What follows belongs to an exercise in optimizing a design on an open flow for a short achievable clock period and few clock cycles; a production flow would make more cautious choices.
The RTL was checked by simulation tests, not by an equivalence proof against the original design.
Power figures rest on the tool's default switching activity, not on a simulated workload.

run 1:
// cpu
module cpu (
    input  logic                   clk,
    input  logic                   arst_n,
    output logic [14-1:0] isram_addr,
    input  logic [32-1:0]   isram_dataout,
    output logic [14-1:0] dsram_addr,
    output logic [3:0]             dsram_wen,
    output logic [32-1:0]   dsram_datain,
    input  logic [32-1:0]   dsram_dataout
);
    localparam int XL = 32;
    logic [15:1]   fa_q;         
    logic          f2_valid;     
    logic [15:1]   f2_pc;
    logic          sk_valid;     
    logic [31:0]   sk_ir;
    logic [15:1]   sk_pc;
    logic          d_valid;
    logic [31:0]   ir;
    logic [15:1]   d_pc;
    logic          e_valid;
    logic          e_we;         
    logic [4:0]    e_rd;
    logic          e_load;
    logic          e_br;         
    logic          e_bne;
    logic [1:0]    e_bkind;      
    logic [15:1]   e_target;
    logic [XL-1:0] op_a, op_b;
    logic          s_add, s_sub, s_and, s_or, s_xor, s_sll, s_srl, s_sra, s_slt, s_sltu;
    logic [13:0]   mem_addr_q;
    logic          wen_q;
    logic [XL-1:0] wdata_q;
    logic          m_we;
    logic [4:0]    m_rd;
    logic          m_load;
    logic [XL-1:0] m_res;
    logic [XL-1:0] regs [1:31];
    logic [XL-1:0] alu_result;
    logic [XL:0]   addsub;
    logic          lt_s, lt_u;
    logic [XL-1:0] sh_l, sh_r;
    always_comb begin
        addsub = {1'b0, op_a} + {1'b0, (s_sub | s_slt | s_sltu) ? ~op_b : op_b}
               + {{XL{1'b0}}, (s_sub | s_slt | s_sltu)};
        lt_u   = ~addsub[XL];
        lt_s   = (op_a[XL-1] ^ op_b[XL-1]) ? op_a[XL-1] : addsub[XL-1];
        sh_l   = op_a << op_b[4:0];
  ...
Settings: LEC_CHECK=0, ABC_CLOCK_PERIOD_IN_PS=3500, CAP_MARGIN=20, CORE_MARGIN=2, CORE_UTILIZATION=40, SETUP_SLACK_MARGIN=5, SLEW_MARGIN=20; clock period 9.0 ns.
run.sh (not shown) runs the stock make flow with config.mk's settings and CLKGATE_MAP_FILE= SYNTH_SCRIPT=/design/flow/synth_recipe.tcl, a recipe that flattens the netlist after the stock synthesis.
Run 1 finished every stage and its layout cleared the timing, design-rule and antenna checks.
Testbench counts of run 1, summed over its fixed seeds: cycles 85,128.
The following lists how run 5 was set up differently from run 1:
==> flow/flow/run.sh (new file) <==
#!/bin/bash
set -euo pipefail
MARGIN=$(cat flow/margin.txt 2>/dev/null || echo 5.8)
bash standard.sh SETUP_SLACK_MARGIN=$MARGIN MATCH_CELL_FOOTPRINT=0 \
  "BUFFER_PORTS_ARGS=-buffer_cell sky130_fd_sc_hd__buf_4" finish > make_finish.log 2>&1
==> flow/flow/margin.txt (new file) <==
5.8
==> flow/standard.sh (new file) <==
#!/bin/bash
# synth_recipe.tcl (not shown) runs the flow's synth.tcl, then flattens the netlist and writes it again
# the make line also repeats each setting of config.mk as NAME=value (left out here)
make -C /OpenROAD-flow-scripts/flow DESIGN_CONFIG=/design/flow/config.mk WORK_HOME=/design/flow/orfs CLKGATE_MAP_FILE= SYNTH_SCRIPT=/design/flow/synth_recipe.tcl "${@:-finish}"
removed: flow/run.sh
==> run notes <==
Per the comparison of run 5 with run 1, portion of total power attributed to sequential cells has decreased, logic gate share of total power has increased, clock power has increased.
Final total power in run 5 is 300 uW higher than in run 1
Run 1 -> run 5: clock buffer instance count of the final layout increased slightly
Number of multi-input combinational cells: run 5 vs run 1, no meaningful difference
| logic depth of the worst path, buffers included | run 5 vs run 1 | 5 higher |
On required time reported for the critical path endpoint, run 5 and run 1 are neck and neck.
Run 5 vs run 1 — fraction of power consumed by the clock network dropped 0.2 points.

========
cpu, a different RTL version from the one above (not shown whole).
Size: ~4,800 cells after synthesis, roughly 73,000 um2 of cells after synthesis.
make LEC_CHECK=0 ABC_CLOCK_PERIOD_IN_PS=3500 CAP_MARGIN=20 CORE_MARGIN=2 CORE_UTILIZATION=40 SETUP_SLACK_MARGIN=5 SLEW_MARGIN=20 finish   # period 9.0 ns
Stock flow here: none of the scripts above is used.
Testbench counts at the start, summed over its fixed seeds: cycles 82,404.
Rerun with:
==> flow/flow/run.sh (new file) <==
#!/bin/bash
set -euo pipefail
MARGIN=$(cat flow/margin.txt 2>/dev/null || echo 5.8)
bash standard.sh SETUP_SLACK_MARGIN=$MARGIN MATCH_CELL_FOOTPRINT=0 \
  "BUFFER_PORTS_ARGS=-buffer_cell sky130_fd_sc_hd__buf_4" finish > make_finish.log 2>&1
==> flow/flow/margin.txt (new file) <==
5.8
==> flow/standard.sh (new file) <==
#!/bin/bash
# synth_recipe.tcl (not shown) runs the flow's synth.tcl, then flattens the netlist and writes it again
# the make line also repeats each setting of config.mk as NAME=value (left out here)
make -C /OpenROAD-flow-scripts/flow DESIGN_CONFIG=/design/flow/config.mk WORK_HOME=/design/flow/orfs CLKGATE_MAP_FILE= SYNTH_SCRIPT=/design/flow/synth_recipe.tcl "${@:-finish}"
removed: flow/run.sh
Worst hold slack gains 7.6 ps. Non-clock buffer count rises by 211. Core utilization grows by 2.0 points. Synthesized area does not change.

-- afterwards: timing with drivers on the ports --
The flow's constraints put no driver on any port. The routed layouts listed below were extracted and timed again, unchanged, in two steps.
Step 1 sets driving cells, clkbuf_16 on the clock port and buf_2 on the other inputs (assumed; they add their load-dependent delay and slew).
Step 2 also shifts input and output timing later by t, the mid clock arrival at the registers, as if the neighbouring blocks saw the same clock.
Three values: no drivers, after step 1, after step 2; two values: the first two.
run	shift t [ns]	setup slack, ns	worst hold slack (ns)	latest minus earliest clock arrival (ns)	worst slew at a driven data input, ns
run 1	0.859	4.919 / 4.947 / 4.109	0.407 / 0.407 / 0.407	0.048 / 0.047	0.07
run 5	0.855	5.005 / 5.005 / 4.453	0.383 / 0.383 / 0.383	0.039 / 0.040	0.07
the first run of note 2	0.895	4.643 / 4.643 / 3.927	0.313 / 0.313 / 0.313	0.044 / 0.043	0.06
the second run of note 2	0.888	4.811 / 4.811 / 4.681	0.321 / 0.321 / 0.321	0.036 / 0.036	0.06
After both steps every run listed still meets setup and hold. The setup slack of run 1, which loses most, moves by +0.028 ns with the drivers and by -0.810 ns with both steps.
